Context: an optimization exercise on an open-source flow, tuned for small area and a short achievable clock period. The choices shown serve that exercise and are no tape-out recipe. Where RTL was checked, it was by simulation tests only, not by an equivalence proof against the original. Power figures rest on the tool's default switching activity, not on a simulated workload.

==> run a <==
==> flow/design.v <==
module imem_fetch_unit #(
  parameter int          DEPTH    = 64,
  parameter int          IDX_W    = 6,
  parameter logic [31:0] NOP_WORD = 32'h0000_0000
) (
  input  logic             clk,
  input  logic             rst_n,
  input  logic             load_start,
  input  logic             load_valid,
  input  logic [31:0]      load_data,
  input  logic             load_last,
  output logic             load_ready,
  input  logic [31:0]      pc_in,
  output logic [31:0]      instr,
  output logic             instr_valid,
  output logic             fetch_err,
  output logic             fetch_stall,
  output logic [IDX_W:0]   load_count
);
  logic st_load;
  logic st_run;
  logic stall;
  logic [DEPTH-1:0][31:0] mem;
  logic             accept;
  logic             fetch;
  logic             pc_ok;
  logic [DEPTH-1:0] loaded;
  logic [DEPTH-1:0] dec;
  logic [DEPTH-1:0] sel;
  logic [31:0]      rd;
  logic             hit;
  assign load_ready  = st_load && !load_start;
  assign accept      = load_valid && load_ready;
  assign st_run      = !stall;
  assign fetch_stall = stall;
  assign fetch       = st_run && !load_start;
  assign pc_ok = (pc_in[1:0] == 2'b00) && (pc_in[31:IDX_W+2] == '0);
  always_comb begin
    for (int i = 0; i < DEPTH; i++) begin
      loaded[i] = (IDX_W+1)'(i) < load_count;
      dec[i]    = pc_in[IDX_W+1:2] == IDX_W'(i);
      sel[i]    = dec[i] && loaded[i];
    end
  end
  assign hit = pc_ok && |sel;
  always_comb begin
    rd = '0;
    for (int i = 0; i < DEPTH; i++)
      rd = rd | ({32{sel[i]}} & mem[i]);
  end
  always_ff @(posedge clk or negedge rst_n) begin
    if (!rst_n) begin
      st_load <= 1'b0;
      stall   <= 1'b1;
    end else if (load_start) begin
      st_load <= 1'b1;
      stall   <= 1'b1;
    end else if (accept && (load_last || load_count == IDX_W'(DEPTH - 1))) begin
      st_load <= 1'b0;
      stall   <= 1'b0;
    end
  end
  always_ff @(posedge clk or negedge rst_n) begin
    if (!rst_n)          load_count <= '0;
    else if (load_start) load_count <= '0;
    else if (accept)     load_count <= load_count + 1'b1;
  end
  always_ff @(posedge clk or negedge rst_n) begin
    if (!rst_n) begin
      instr       <= NOP_WORD;
      instr_valid <= 1'b0;
      fetch_err   <= 1'b0;
    end else begin
      instr       <= (fetch && pc_ok) ? (rd | ({32{!hit}} & NOP_WORD)) : NOP_WORD;
      instr_valid <= fetch;
      fetch_err   <= fetch && !hit;
    end
  end
  logic             beat;
  logic [DEPTH-1:0] wsel;
  assign beat = load_valid && !load_start;
  always_comb
    for (int i = 0; i < DEPTH; i++)
      wsel[i] = st_load && load_count[IDX_W-1:0] == IDX_W'(i);
  always_ff @(posedge clk) begin
    for (int i = 0; i < DEPTH; i++)
      if (beat && wsel[i]) mem[i] <= load_data;
  end
endmodule
==> flow/run.sh <==
#!/bin/bash
# synth_recipe.tcl (not shown) runs the flow's synth.tcl, then flattens the netlist and writes it again
# the make line also repeats each setting of config.mk as NAME=value (left out here)
make -C /OpenROAD-flow-scripts/flow DESIGN_CONFIG=/design/flow/config.mk WORK_HOME=/design/flow/orfs CLKGATE_MAP_FILE= SYNTH_SCRIPT=/design/flow/synth_recipe.tcl finish
==> flow/config.mk <==
export PLATFORM = sky130hd
export DESIGN_NAME = imem_fetch_unit
export DESIGN_NICKNAME = imem_fetch_unit
export VERILOG_FILES = /design/flow/design.v
export SDC_FILE = /design/flow/constraint.sdc
export NUM_CORES = 4
export LEC_CHECK = 0
export ABC_CLOCK_PERIOD_IN_PS = 1500
export CAP_MARGIN = 20
export CORE_MARGIN = 2
export CORE_UTILIZATION = 60
export SETUP_SLACK_MARGIN = 1.5
export SLEW_MARGIN = 20
==> flow/constraint.sdc <==
create_clock -name core_clock -period 4.0 [get_ports {clk}]
set_input_delay 0.8000 -clock core_clock [delete_from_list [all_inputs] [get_ports {clk}]]
set_output_delay 0.8000 -clock core_clock [all_outputs]
set_load 0.01 [all_outputs]
==> inputs of run b, as changes to run a <==
==> flow/design.v, changed modules only <==
module imem_fetch_unit #(
  parameter int          DEPTH    = 64,
  parameter int          IDX_W    = 6,
  parameter logic [31:0] NOP_WORD = 32'h0000_0000
) (
  input  logic             clk,
  input  logic             rst_n,
  input  logic             load_start,
  input  logic             load_valid,
  input  logic [31:0]      load_data,
  input  logic             load_last,
  output logic             load_ready,
  input  logic [31:0]      pc_in,
  output logic [31:0]      instr,
  output logic             instr_valid,
  output logic             fetch_err,
  output logic             fetch_stall,
  output logic [IDX_W:0]   load_count
);
  logic st_load;
  logic st_run;
  logic stall;
  logic [DEPTH-1:0][31:0] mem;
  logic             accept;
  logic             fetch;
  logic             pc_ok;
  logic [DEPTH-1:0] dec;
  logic             hit;
  assign load_ready  = st_load && !load_start;
  assign accept      = load_valid && load_ready;
  assign st_run      = !stall;
  assign fetch_stall = stall;
  assign fetch       = st_run && !load_start;
  assign pc_ok = (pc_in[1:0] == 2'b00) && (pc_in[31:IDX_W+2] == '0);
  logic [2:0][3:0]  pdec;
  logic [DEPTH-1:0] dec_n;
  for (genvar g = 0; g < 3; g++) begin : g_pdec
    imem_pdec2 u_pdec (.a(pc_in[2*g+3:2*g+2]), .y(pdec[g]));
  end
  for (genvar i = 0; i < DEPTH; i++) begin : g_dec
    imem_nand3 u_nand (.a(pdec[0][i%4]), .b(pdec[1][(i/4)%4]), .c(pdec[2][i/16]), .y(dec_n[i]));
    imem_inv   u_inv  (.a(dec_n[i]), .y(dec[i]));
  end
  assign hit = pc_ok && ({1'b0, pc_in[IDX_W+1:2]} < load_count);
  localparam int N3 = DEPTH / 3;
  logic        miss_n;
  logic [31:0] instr_nx;
  assign miss_n = !(fetch && hit);
  for (genvar b = 0; b < 32; b++) begin : g_bit
    logic [N3:0] l1;
    logic [5:0]  l2;
    logic [2:0]  l3;
    for (genvar k = 0; k < N3; k++) begin : g_l1
      imem_aoi222 u_aoi (
        .a0(dec[3*k]),   .b0(mem[3*k][b]),
        .a1(dec[3*k+1]), .b1(mem[3*k+1][b]),
        .a2(dec[3*k+2]), .b2(mem[3*k+2][b]),
        .y (l1[k])
      );
    end
    imem_nand2 u_l1x (.a(dec[DEPTH-1]), .b(mem[DEPTH-1][b]), .y(l1[N3]));
    for (genvar k = 0; k < 5; k++) begin : g_l2
      imem_nand4 u_nand (.a(l1[4*k]), .b(l1[4*k+1]), .c(l1[4*k+2]), .d(l1[4*k+3]), .y(l2[k]));
    end
    imem_nand2 u_l2x (.a(l1[20]), .b(l1[21]), .y(l2[5]));
    for (genvar k = 0; k < 3; k++) begin : g_l3
      imem_nor2 u_nor (.a(l2[2*k]), .b(l2[2*k+1]), .y(l3[k]));
    end
    imem_aoi31 u_l4 (.a0(l3[0]), .a1(l3[1]), .a2(l3[2]), .b(miss_n), .y(instr_nx[b]));
  end
  always_ff @(posedge clk or negedge rst_n) begin
    if (!rst_n) begin
      st_load <= 1'b0;
      stall   <= 1'b1;
    end else if (load_start) begin
      st_load <= 1'b1;
      stall   <= 1'b1;
    end else if (accept && (load_last || load_count == IDX_W'(DEPTH - 1))) begin
      st_load <= 1'b0;
      stall   <= 1'b0;
    end
  end
  always_ff @(posedge clk or negedge rst_n) begin
    if (!rst_n)          load_count <= '0;
    else if (load_start) load_count <= '0;
    else if (accept)     load_count <= load_count + 1'b1;
  end
  always_ff @(posedge clk or negedge rst_n) begin
    if (!rst_n) begin
      instr       <= NOP_WORD;
      instr_valid <= 1'b0;
      fetch_err   <= 1'b0;
    end else begin
      instr       <= instr_nx | ({32{miss_n}} & NOP_WORD);
      instr_valid <= fetch;
      fetch_err   <= fetch && !hit;
    end
  end
  logic             beat;
  logic [DEPTH-1:0] wsel;
  assign beat = load_valid && !load_start;
  always_comb
    for (int i = 0; i < DEPTH; i++)
      wsel[i] = st_load && load_count[IDX_W-1:0] == IDX_W'(i);
  always_ff @(posedge clk) begin
    for (int i = 0; i < DEPTH; i++)
      if (beat && wsel[i]) mem[i] <= load_data;
  end
endmodule
module imem_aoi222 (
  input  logic a0, b0, a1, b1, a2, b2,
  output logic y
);
  assign y = ~((a0 & b0) | (a1 & b1) | (a2 & b2));
endmodule
module imem_nand2 (
  input  logic a, b,
  output logic y
);
  assign y = ~(a & b);
endmodule
module imem_nand4 (
  input  logic a, b, c, d,
  output logic y
);
  assign y = ~(a & b & c & d);
endmodule
module imem_nor2 (
  input  logic a, b,
  output logic y
);
  assign y = ~(a | b);
endmodule
module imem_aoi31 (
  input  logic a0, a1, a2, b,
  output logic y
);
  assign y = ~((a0 & a1 & a2) | b);
endmodule
module imem_pdec2 (
  input  logic [1:0] a,
  output logic [3:0] y
);
  always_comb
    for (int j = 0; j < 4; j++)
      y[j] = a == 2'(j);
endmodule
module imem_nand3 (
  input  logic a, b, c,
  output logic y
);
  assign y = ~(a & b & c);
endmodule
module imem_inv (
  input  logic a,
  output logic y
);
  assign y = ~a;
endmodule
==> flow/flow/run.sh (new file) <==
#!/bin/bash
set -euo pipefail
export BUFFER_PORTS_ARGS="-buffer_cell sky130_fd_sc_hd__buf_2"
bash standard.sh > standard.log 2>&1
==> flow/standard.sh (new file) <==
#!/bin/bash
# synth_recipe.tcl (not shown) runs the flow's synth.tcl, then flattens the netlist and writes it again
# the make line also repeats each setting of config.mk as NAME=value (left out here)
make -C /OpenROAD-flow-scripts/flow DESIGN_CONFIG=/design/flow/config.mk WORK_HOME=/design/flow/orfs CLKGATE_MAP_FILE= SYNTH_SCRIPT=/design/flow/synth_recipe.tcl "${@:-finish}"
Settings changed: ABC_CLOCK_PERIOD_IN_PS 1500 to default, CTS_BUF_LIST from default to sky130_fd_sc_hd__clkbuf_8, CTS_CLUSTER_DIAMETER from default to 50, CTS_CLUSTER_SIZE from default to 16, SETUP_SLACK_MARGIN 1.5 to 1.7, SYNTH_HIERARCHICAL from default to 1.
removed: flow/run.sh
==> inputs of run c, as changes to run a <==
==> flow/design.v, changed modules only <==
module imem_fetch_unit #(
  parameter int          DEPTH    = 64,
  parameter int          IDX_W    = 6,
  parameter logic [31:0] NOP_WORD = 32'h0000_0000
) (
  input  logic             clk,
  input  logic             rst_n,
  input  logic             load_start,
  input  logic             load_valid,
  input  logic [31:0]      load_data,
  input  logic             load_last,
  output logic             load_ready,
  input  logic [31:0]      pc_in,
  output logic [31:0]      instr,
  output logic             instr_valid,
  output logic             fetch_err,
  output logic             fetch_stall,
  output logic [IDX_W:0]   load_count
);
  logic st_load;
  logic st_run;
  logic stall;
  logic [DEPTH-1:0][31:0] mem;
  logic             accept;
  logic             fetch;
  logic             pc_ok;
  logic [DEPTH-1:0] dec;
  logic [31:0]      rd;
  logic             hit;
  assign load_ready  = st_load && !load_start;
  assign accept      = load_valid && load_ready;
  assign st_run      = !stall;
  assign fetch_stall = stall;
  assign fetch       = st_run && !load_start;
  assign pc_ok = (pc_in[1:0] == 2'b00) && (pc_in[31:IDX_W+2] == '0);
  always_comb
    for (int i = 0; i < DEPTH; i++)
      dec[i] = pc_in[IDX_W+1:2] == IDX_W'(i);
  assign hit = pc_ok && ({1'b0, pc_in[IDX_W+1:2]} < load_count);
  localparam int N3 = DEPTH / 3;
  logic [31:0][N3-1:0] grp_n;
  for (genvar b = 0; b < 32; b++) begin : g_bit
    for (genvar k = 0; k < N3; k++) begin : g_grp3
      imem_aoi222 u_aoi (
        .a0(dec[3*k]),   .b0(mem[3*k][b]),
        .a1(dec[3*k+1]), .b1(mem[3*k+1][b]),
        .a2(dec[3*k+2]), .b2(mem[3*k+2][b]),
        .y (grp_n[b][k])
      );
    end
    assign rd[b] = ~&grp_n[b] | (dec[DEPTH-1] & mem[DEPTH-1][b]);
  end
  always_ff @(posedge clk or negedge rst_n) begin
    if (!rst_n) begin
      st_load <= 1'b0;
      stall   <= 1'b1;
    end else if (load_start) begin
      st_load <= 1'b1;
      stall   <= 1'b1;
    end else if (accept && (load_last || load_count == IDX_W'(DEPTH - 1))) begin
      st_load <= 1'b0;
      stall   <= 1'b0;
    end
  end
  always_ff @(posedge clk or negedge rst_n) begin
    if (!rst_n)          load_count <= '0;
    else if (load_start) load_count <= '0;
    else if (accept)     load_count <= load_count + 1'b1;
  end
  always_ff @(posedge clk or negedge rst_n) begin
    if (!rst_n) begin
      instr       <= NOP_WORD;
      instr_valid <= 1'b0;
      fetch_err   <= 1'b0;
    end else begin
      instr       <= (fetch && hit) ? rd : NOP_WORD;
      instr_valid <= fetch;
      fetch_err   <= fetch && !hit;
    end
  end
  logic             beat;
  logic [DEPTH-1:0] wsel;
  assign beat = load_valid && !load_start;
  always_comb
    for (int i = 0; i < DEPTH; i++)
      wsel[i] = st_load && load_count[IDX_W-1:0] == IDX_W'(i);
  always_ff @(posedge clk) begin
    for (int i = 0; i < DEPTH; i++)
      if (beat && wsel[i]) mem[i] <= load_data;
  end
endmodule
module imem_aoi222 (
  input  logic a0, b0, a1, b1, a2, b2,
  output logic y
);
  assign y = ~((a0 & b0) | (a1 & b1) | (a2 & b2));
endmodule
Settings changed: ABC_CLOCK_PERIOD_IN_PS 1500 to default, SETUP_SLACK_MARGIN 1.5 to 1.0, SYNTH_HIERARCHICAL from default to 1.
==> summary of the runs <==
- Run a went through all stages and came out clean. Run b finished with timing, DRC and antenna clean. Run c completed, yet does not pass: antenna rules.
- Between run b and run a, the lower sequential share of layout area is in run a (gap 9.5 points).
- The highest final cell count belongs to run a, the lowest to run b.
- The lowest non-clock buffer count belongs to run b, the highest to run a.
- Flip-flop and latch count is the same in run a and run b.
Only the layout flow was run in run a and run c; the RTL was not checked for function there.

==> inputs of 08-22 <==
// imem_fetch_unit: RTL as listed in full above, without the edits since
Settings: LEC_CHECK=0, CAP_MARGIN=20, CORE_MARGIN=2, CORE_UTILIZATION=60, SETUP_SLACK_MARGIN=1.5, SLEW_MARGIN=20; clock period 4.0 ns.
run.sh (not shown) runs the stock make flow with config.mk's settings and CLKGATE_MAP_FILE= SYNTH_SCRIPT=/design/flow/synth_recipe.tcl, a recipe that flattens the netlist after the stock synthesis.
Stock flow here: none of the scripts above is used.
==> inputs of 12-14, as changes to 08-22 <==
--- a/flow/design.v
+++ b/flow/design.v
@@ -24,10 +24,7 @@
   logic             accept;
   logic             fetch;
   logic             pc_ok;
-  logic [DEPTH-1:0] loaded;
   logic [DEPTH-1:0] dec;
-  logic [DEPTH-1:0] sel;
-  logic [31:0]      rd;
   logic             hit;
   assign load_ready  = st_load && !load_start;
   assign accept      = load_valid && load_ready;
@@ -35,18 +32,41 @@
   assign fetch_stall = stall;
   assign fetch       = st_run && !load_start;
   assign pc_ok = (pc_in[1:0] == 2'b00) && (pc_in[31:IDX_W+2] == '0);
-  always_comb begin
-    for (int i = 0; i < DEPTH; i++) begin
-      loaded[i] = (IDX_W+1)'(i) < load_count;
-      dec[i]    = pc_in[IDX_W+1:2] == IDX_W'(i);
-      sel[i]    = dec[i] && loaded[i];
+  logic [2:0][3:0]  pdec;
+  logic [DEPTH-1:0] dec_n;
+  for (genvar g = 0; g < 3; g++) begin : g_pdec
+    imem_pdec2 u_pdec (.a(pc_in[2*g+3:2*g+2]), .y(pdec[g]));
+  end
+  for (genvar i = 0; i < DEPTH; i++) begin : g_dec
+    imem_nand3 u_nand (.a(pdec[0][i%4]), .b(pdec[1][(i/4)%4]), .c(pdec[2][i/16]), .y(dec_n[i]));
+    imem_inv   u_inv  (.a(dec_n[i]), .y(dec[i]));
+  end
+  assign hit = pc_ok && ({1'b0, pc_in[IDX_W+1:2]} < load_count);
+  localparam int N3 = DEPTH / 3;
+  logic        miss_n;
+  logic [31:0] instr_nx;
+  assign miss_n = !(fetch && hit);
+  for (genvar b = 0; b < 32; b++) begin : g_bit
+    logic [N3:0] l1;
+    logic [5:0]  l2;
+    logic [2:0]  l3;
+    for (genvar k = 0; k < N3; k++) begin : g_l1
+      imem_aoi222 u_aoi (
+        .a0(dec[3*k]),   .b0(mem[3*k][b]),
+        .a1(dec[3*k+1]), .b1(mem[3*k+1][b]),
+        .a2(dec[3*k+2]), .b2(mem[3*k+2][b]),
+        .y (l1[k])
+      );
     end
-  end
-  assign hit = pc_ok && |sel;
-  always_comb begin
-    rd = '0;
-    for (int i = 0; i < DEPTH; i++)
-      rd = rd | ({32{sel[i]}} & mem[i]);
+    imem_nand2 u_l1x (.a(dec[DEPTH-1]), .b(mem[DEPTH-1][b]), .y(l1[N3]));
+    for (genvar k = 0; k < 5; k++) begin : g_l2
+      imem_nand4 u_nand (.a(l1[4*k]), .b(l1[4*k+1]), .c(l1[4*k+2]), .d(l1[4*k+3]), .y(l2[k]));
+    end
+    imem_nand2 u_l2x (.a(l1[20]), .b(l1[21]), .y(l2[5]));
+    for (genvar k = 0; k < 3; k++) begin : g_l3
+      imem_nor2 u_nor (.a(l2[2*k]), .b(l2[2*k+1]), .y(l3[k]));
+    end
+    imem_aoi31 u_l4 (.a0(l3[0]), .a1(l3[1]), .a2(l3[2]), .b(miss_n), .y(instr_nx[b]));
   end
   always_ff @(posedge clk or negedge rst_n) begin
     if (!rst_n) begin
@@ -71,7 +91,7 @@
       instr_valid <= 1'b0;
       fetch_err   <= 1'b0;
     end else begin
-      instr       <= (fetch && pc_ok) ? (rd | ({32{!hit}} & NOP_WORD)) : NOP_WORD;
+      instr       <= instr_nx | ({32{miss_n}} & NOP_WORD);
       instr_valid <= fetch;
       fetch_err   <= fetch && !hit;
     end
@@ -87,3 +107,53 @@
       if (beat && wsel[i]) mem[i] <= load_data;
   end
 endmodule
+module imem_aoi222 (
+  input  logic a0, b0, a1, b1, a2, b2,
+  output logic y
+);
+  assign y = ~((a0 & b0) | (a1 & b1) | (a2 & b2));
+endmodule
+module imem_nand2 (
+  input  logic a, b,
+  output logic y
+);
+  assign y = ~(a & b);
+endmodule
+module imem_nand4 (
+  input  logic a, b, c, d,
+  output logic y
+);
+  assign y = ~(a & b & c & d);
+endmodule
+module imem_nor2 (
+  input  logic a, b,
+  output logic y
+);
+  assign y = ~(a | b);
+endmodule
+module imem_aoi31 (
+  input  logic a0, a1, a2, b,
+  output logic y
+);
+  assign y = ~((a0 & a1 & a2) | b);
+endmodule
+module imem_pdec2 (
+  input  logic [1:0] a,
+  output logic [3:0] y
+);
+  always_comb
+    for (int j = 0; j < 4; j++)
+      y[j] = a == 2'(j);
+endmodule
+module imem_nand3 (
+  input  logic a, b, c,
+  output logic y
+);
+  assign y = ~(a & b & c);
+endmodule
+module imem_inv (
+  input  logic a,
+  output logic y
+);
+  assign y = ~a;
+endmodule
==> flow/flow/run.sh (new file) <==
#!/bin/bash
set -euo pipefail
export BUFFER_PORTS_ARGS="-buffer_cell sky130_fd_sc_hd__buf_2"
bash standard.sh > standard.log 2>&1
==> flow/standard.sh (new file) <==
#!/bin/bash
# synth_recipe.tcl (not shown) runs the flow's synth.tcl, then flattens the netlist and writes it again
# the make line also repeats each setting of config.mk as NAME=value (left out here)
make -C /OpenROAD-flow-scripts/flow DESIGN_CONFIG=/design/flow/config.mk WORK_HOME=/design/flow/orfs CLKGATE_MAP_FILE= SYNTH_SCRIPT=/design/flow/synth_recipe.tcl "${@:-finish}"
--- a/flow/config.mk
+++ b/flow/config.mk
@@ -8,5 +8,9 @@
 export CAP_MARGIN = 20
 export CORE_MARGIN = 2
 export CORE_UTILIZATION = 60
+export CTS_BUF_LIST = sky130_fd_sc_hd__clkbuf_8
+export CTS_CLUSTER_DIAMETER = 50
+export CTS_CLUSTER_SIZE = 16
 export SETUP_SLACK_MARGIN = 1.5
 export SLEW_MARGIN = 20
+export SYNTH_HIERARCHICAL = 1
removed: flow/run.sh
==> inputs of 11-15, as changes to 08-22 <==
--- a/flow/design.v
+++ b/flow/design.v
@@ -24,9 +24,7 @@
   logic             accept;
   logic             fetch;
   logic             pc_ok;
-  logic [DEPTH-1:0] loaded;
   logic [DEPTH-1:0] dec;
-  logic [DEPTH-1:0] sel;
   logic [31:0]      rd;
   logic             hit;
   assign load_ready  = st_load && !load_start;
@@ -35,18 +33,22 @@
   assign fetch_stall = stall;
   assign fetch       = st_run && !load_start;
   assign pc_ok = (pc_in[1:0] == 2'b00) && (pc_in[31:IDX_W+2] == '0);
-  always_comb begin
-    for (int i = 0; i < DEPTH; i++) begin
-      loaded[i] = (IDX_W+1)'(i) < load_count;
-      dec[i]    = pc_in[IDX_W+1:2] == IDX_W'(i);
-      sel[i]    = dec[i] && loaded[i];
+  always_comb
+    for (int i = 0; i < DEPTH; i++)
+      dec[i] = pc_in[IDX_W+1:2] == IDX_W'(i);
+  assign hit = pc_ok && ({1'b0, pc_in[IDX_W+1:2]} < load_count);
+  localparam int N3 = DEPTH / 3;
+  logic [31:0][N3-1:0] grp_n;
+  for (genvar b = 0; b < 32; b++) begin : g_bit
+    for (genvar k = 0; k < N3; k++) begin : g_grp3
+      imem_aoi222 u_aoi (
+        .a0(dec[3*k]),   .b0(mem[3*k][b]),
+        .a1(dec[3*k+1]), .b1(mem[3*k+1][b]),
+        .a2(dec[3*k+2]), .b2(mem[3*k+2][b]),
+        .y (grp_n[b][k])
+      );
     end
-  end
-  assign hit = pc_ok && |sel;
-  always_comb begin
-    rd = '0;
-    for (int i = 0; i < DEPTH; i++)
-      rd = rd | ({32{sel[i]}} & mem[i]);
+    assign rd[b] = ~&grp_n[b] | (dec[DEPTH-1] & mem[DEPTH-1][b]);
   end
   always_ff @(posedge clk or negedge rst_n) begin
     if (!rst_n) begin
@@ -71,7 +73,7 @@
       instr_valid <= 1'b0;
       fetch_err   <= 1'b0;
     end else begin
-      instr       <= (fetch && pc_ok) ? (rd | ({32{!hit}} & NOP_WORD)) : NOP_WORD;
+      instr       <= (fetch && hit) ? rd : NOP_WORD;
       instr_valid <= fetch;
       fetch_err   <= fetch && !hit;
     end
@@ -87,3 +89,9 @@
       if (beat && wsel[i]) mem[i] <= load_data;
   end
 endmodule
+module imem_aoi222 (
+  input  logic a0, b0, a1, b1, a2, b2,
+  output logic y
+);
+  assign y = ~((a0 & b0) | (a1 & b1) | (a2 & b2));
+endmodule
==> flow/flow/run.sh (new file) <==
#!/bin/bash
set -euo pipefail
export BUFFER_PORTS_ARGS="-buffer_cell sky130_fd_sc_hd__buf_2"
bash standard.sh > standard.log 2>&1
==> flow/standard.sh (new file) <==
#!/bin/bash
# synth_recipe.tcl (not shown) runs the flow's synth.tcl, then flattens the netlist and writes it again
# the make line also repeats each setting of config.mk as NAME=value (left out here)
make -C /OpenROAD-flow-scripts/flow DESIGN_CONFIG=/design/flow/config.mk WORK_HOME=/design/flow/orfs CLKGATE_MAP_FILE= SYNTH_SCRIPT=/design/flow/synth_recipe.tcl "${@:-finish}"
--- a/flow/config.mk
+++ b/flow/config.mk
@@ -8,5 +8,6 @@
 export CAP_MARGIN = 20
 export CORE_MARGIN = 2
 export CORE_UTILIZATION = 60
-export SETUP_SLACK_MARGIN = 1.5
+export SETUP_SLACK_MARGIN = 0.5
 export SLEW_MARGIN = 20
+export SYNTH_HIERARCHICAL = 1
removed: flow/run.sh
==> inputs of 03-05, as changes to 08-22 <==
--- a/flow/design.v
+++ b/flow/design.v
@@ -24,9 +24,7 @@
   logic             accept;
   logic             fetch;
   logic             pc_ok;
-  logic [DEPTH-1:0] loaded;
   logic [DEPTH-1:0] dec;
-  logic [DEPTH-1:0] sel;
   logic [31:0]      rd;
   logic             hit;
   assign load_ready  = st_load && !load_start;
@@ -35,18 +33,22 @@
   assign fetch_stall = stall;
   assign fetch       = st_run && !load_start;
   assign pc_ok = (pc_in[1:0] == 2'b00) && (pc_in[31:IDX_W+2] == '0);
-  always_comb begin
-    for (int i = 0; i < DEPTH; i++) begin
-      loaded[i] = (IDX_W+1)'(i) < load_count;
-      dec[i]    = pc_in[IDX_W+1:2] == IDX_W'(i);
-      sel[i]    = dec[i] && loaded[i];
+  always_comb
+    for (int i = 0; i < DEPTH; i++)
+      dec[i] = pc_in[IDX_W+1:2] == IDX_W'(i);
+  assign hit = pc_ok && ({1'b0, pc_in[IDX_W+1:2]} < load_count);
+  localparam int N3 = DEPTH / 3;
+  logic [31:0][N3-1:0] grp_n;
+  for (genvar b = 0; b < 32; b++) begin : g_bit
+    for (genvar k = 0; k < N3; k++) begin : g_grp3
+      imem_aoi222 u_aoi (
+        .a0(dec[3*k]),   .b0(mem[3*k][b]),
+        .a1(dec[3*k+1]), .b1(mem[3*k+1][b]),
+        .a2(dec[3*k+2]), .b2(mem[3*k+2][b]),
+        .y (grp_n[b][k])
+      );
     end
-  end
-  assign hit = pc_ok && |sel;
-  always_comb begin
-    rd = '0;
-    for (int i = 0; i < DEPTH; i++)
-      rd = rd | ({32{sel[i]}} & mem[i]);
+    assign rd[b] = ~&grp_n[b] | (dec[DEPTH-1] & mem[DEPTH-1][b]);
   end
   always_ff @(posedge clk or negedge rst_n) begin
     if (!rst_n) begin
@@ -71,7 +73,7 @@
       instr_valid <= 1'b0;
       fetch_err   <= 1'b0;
     end else begin
-      instr       <= (fetch && pc_ok) ? (rd | ({32{!hit}} & NOP_WORD)) : NOP_WORD;
+      instr       <= (fetch && hit) ? rd : NOP_WORD;
       instr_valid <= fetch;
       fetch_err   <= fetch && !hit;
     end
@@ -87,3 +89,9 @@
       if (beat && wsel[i]) mem[i] <= load_data;
   end
 endmodule
+module imem_aoi222 (
+  input  logic a0, b0, a1, b1, a2, b2,
+  output logic y
+);
+  assign y = ~((a0 & b0) | (a1 & b1) | (a2 & b2));
+endmodule
--- a/flow/config.mk
+++ b/flow/config.mk
@@ -8,5 +8,5 @@
 export CAP_MARGIN = 20
 export CORE_MARGIN = 2
 export CORE_UTILIZATION = 60
-export SETUP_SLACK_MARGIN = 1.5
 export SLEW_MARGIN = 20
+export SYNTH_HIERARCHICAL = 1
==> run_results.csv <==
group,metric,value,unit
worst_setup_path,cpMostUsedCell,"buf_4",
timing,finalSetupViolations,3,
timing,finalWorstSetupSlack,-0.00904,ns
worst_setup_path,critPathRequiredTime,4.68,ns
outcome,violatedChecks,"negative setup slack",
drt,avgViaCountPerCell,7.16,
outcome,status,"finished with violations",
worst_hold_path,hp-class,"input pin to flip-flop",
power,vdd_drop_max,0.519,mV
# the run above: 03-05

==> run_results.csv <==
group,metric,value,unit
timing,finalSetupViolations,0,
power,vdd_drop_max,0.503,mV
worst_setup_path,cp_num_buf_inv,3,
outcome,status,"finished clean",
yosys,yosys.area_share.simple,3.30,%
clock_tree,ctsResizeCount,4,
worst_setup_path,critPathRequiredTime,4.68,ns
drt,avgViaCountPerCell,7.33,
# the run above: 11-15

==> run_results.csv <==
group,metric,value,unit
outcome,status,"finished clean",
drt,avgViaCountPerCell,7.36,
grt,grt_pass1_vias,39500,
worst_setup_path,critPathRequiredTime,4.80,ns
timing,clock_skew,0.0396,ns
power,vdd_drop_max,0.405,mV
final_layout,largestRegisters,"mem x2048, instr x32, load_count x7",
final_layout,final_core_util,68.5,%
worst_setup_path,cp_top_family,"simple AND/OR/NAND/NOR gates",
# the run above: 12-14

==> run_results.csv <==
group,metric,value,unit
outcome,status,"finished clean",
power,vdd_drop_max,0.609,mV
drt,avgViaCountPerCell,7.55,
worst_setup_path,critPathRequiredTime,4.67,ns
worst_hold_path,hp-class,"input pin to flip-flop",
worst_setup_path,cpMostUsedCell,"buf_6",
# the run above: 08-22

Function not checked in 08-22, 11-15 and 03-05: the RTL went through the layout flow alone.

-- separate check: timing with driven ports --
The flow's constraints put no driver on any port. The routed layouts listed below were extracted and timed again, unchanged, in two steps.
Step 1: set_driving_cell puts a clkbuf_16 on clk and a buf_2 on each other input, an assumption about the parent block.
Step 2 adds t to the input delays and takes it off the output delays; t is the mean of the earliest and latest rising clock arrival at the registers after step 1. Input paths then give back, and output paths get back, about the clock's delay inside the block.
Slacks: ideal ports / drivers / drivers and shift; pairs: ideal ports / drivers.
| run | t, ns | slack for setup (ns) | hold WS [ns] | clock arrival spread, ns | worst data-port slew with drivers (ns) |
|---|---|---|---|---|---|
| run a | 0.915 | 0.587 / 0.587 / -0.104 | 0.441 / 0.385 / 0.509 | 0.039 / 0.039 | 0.19 |
| run b | 0.974 | 1.442 / 1.418 / 0.444 | 0.290 / 0.238 / 0.621 | 0.047 / 0.047 | 0.14 |
| run c | 0.903 | 0.855 / 0.862 / -0.041 | 0.429 / 0.363 / 0.565 | 0.033 / 0.033 | 0.12 |
| 08-22 | 0.915 | 0.587 / 0.587 / -0.104 | 0.441 / 0.385 / 0.509 | 0.039 / 0.039 | 0.19 |
| 12-14 | 0.994 | 1.391 / 1.382 / 0.387 | 0.221 / 0.240 / 0.602 | 0.051 / 0.051 | 0.14 |
| 11-15 | 0.888 | 0.459 / 0.511 / -0.377 | 0.033 / -0.017 / 0.546 | 0.032 / 0.032 | 0.09 |
| 03-05 | 0.905 | -0.009 / -0.058 / -0.963 | 0.467 / 0.403 / 0.546 | 0.026 / 0.027 | 0.18 |
The setup slack of 12-14, which loses most, moves by -0.009 ns with the drivers and by -1.004 ns with both steps.
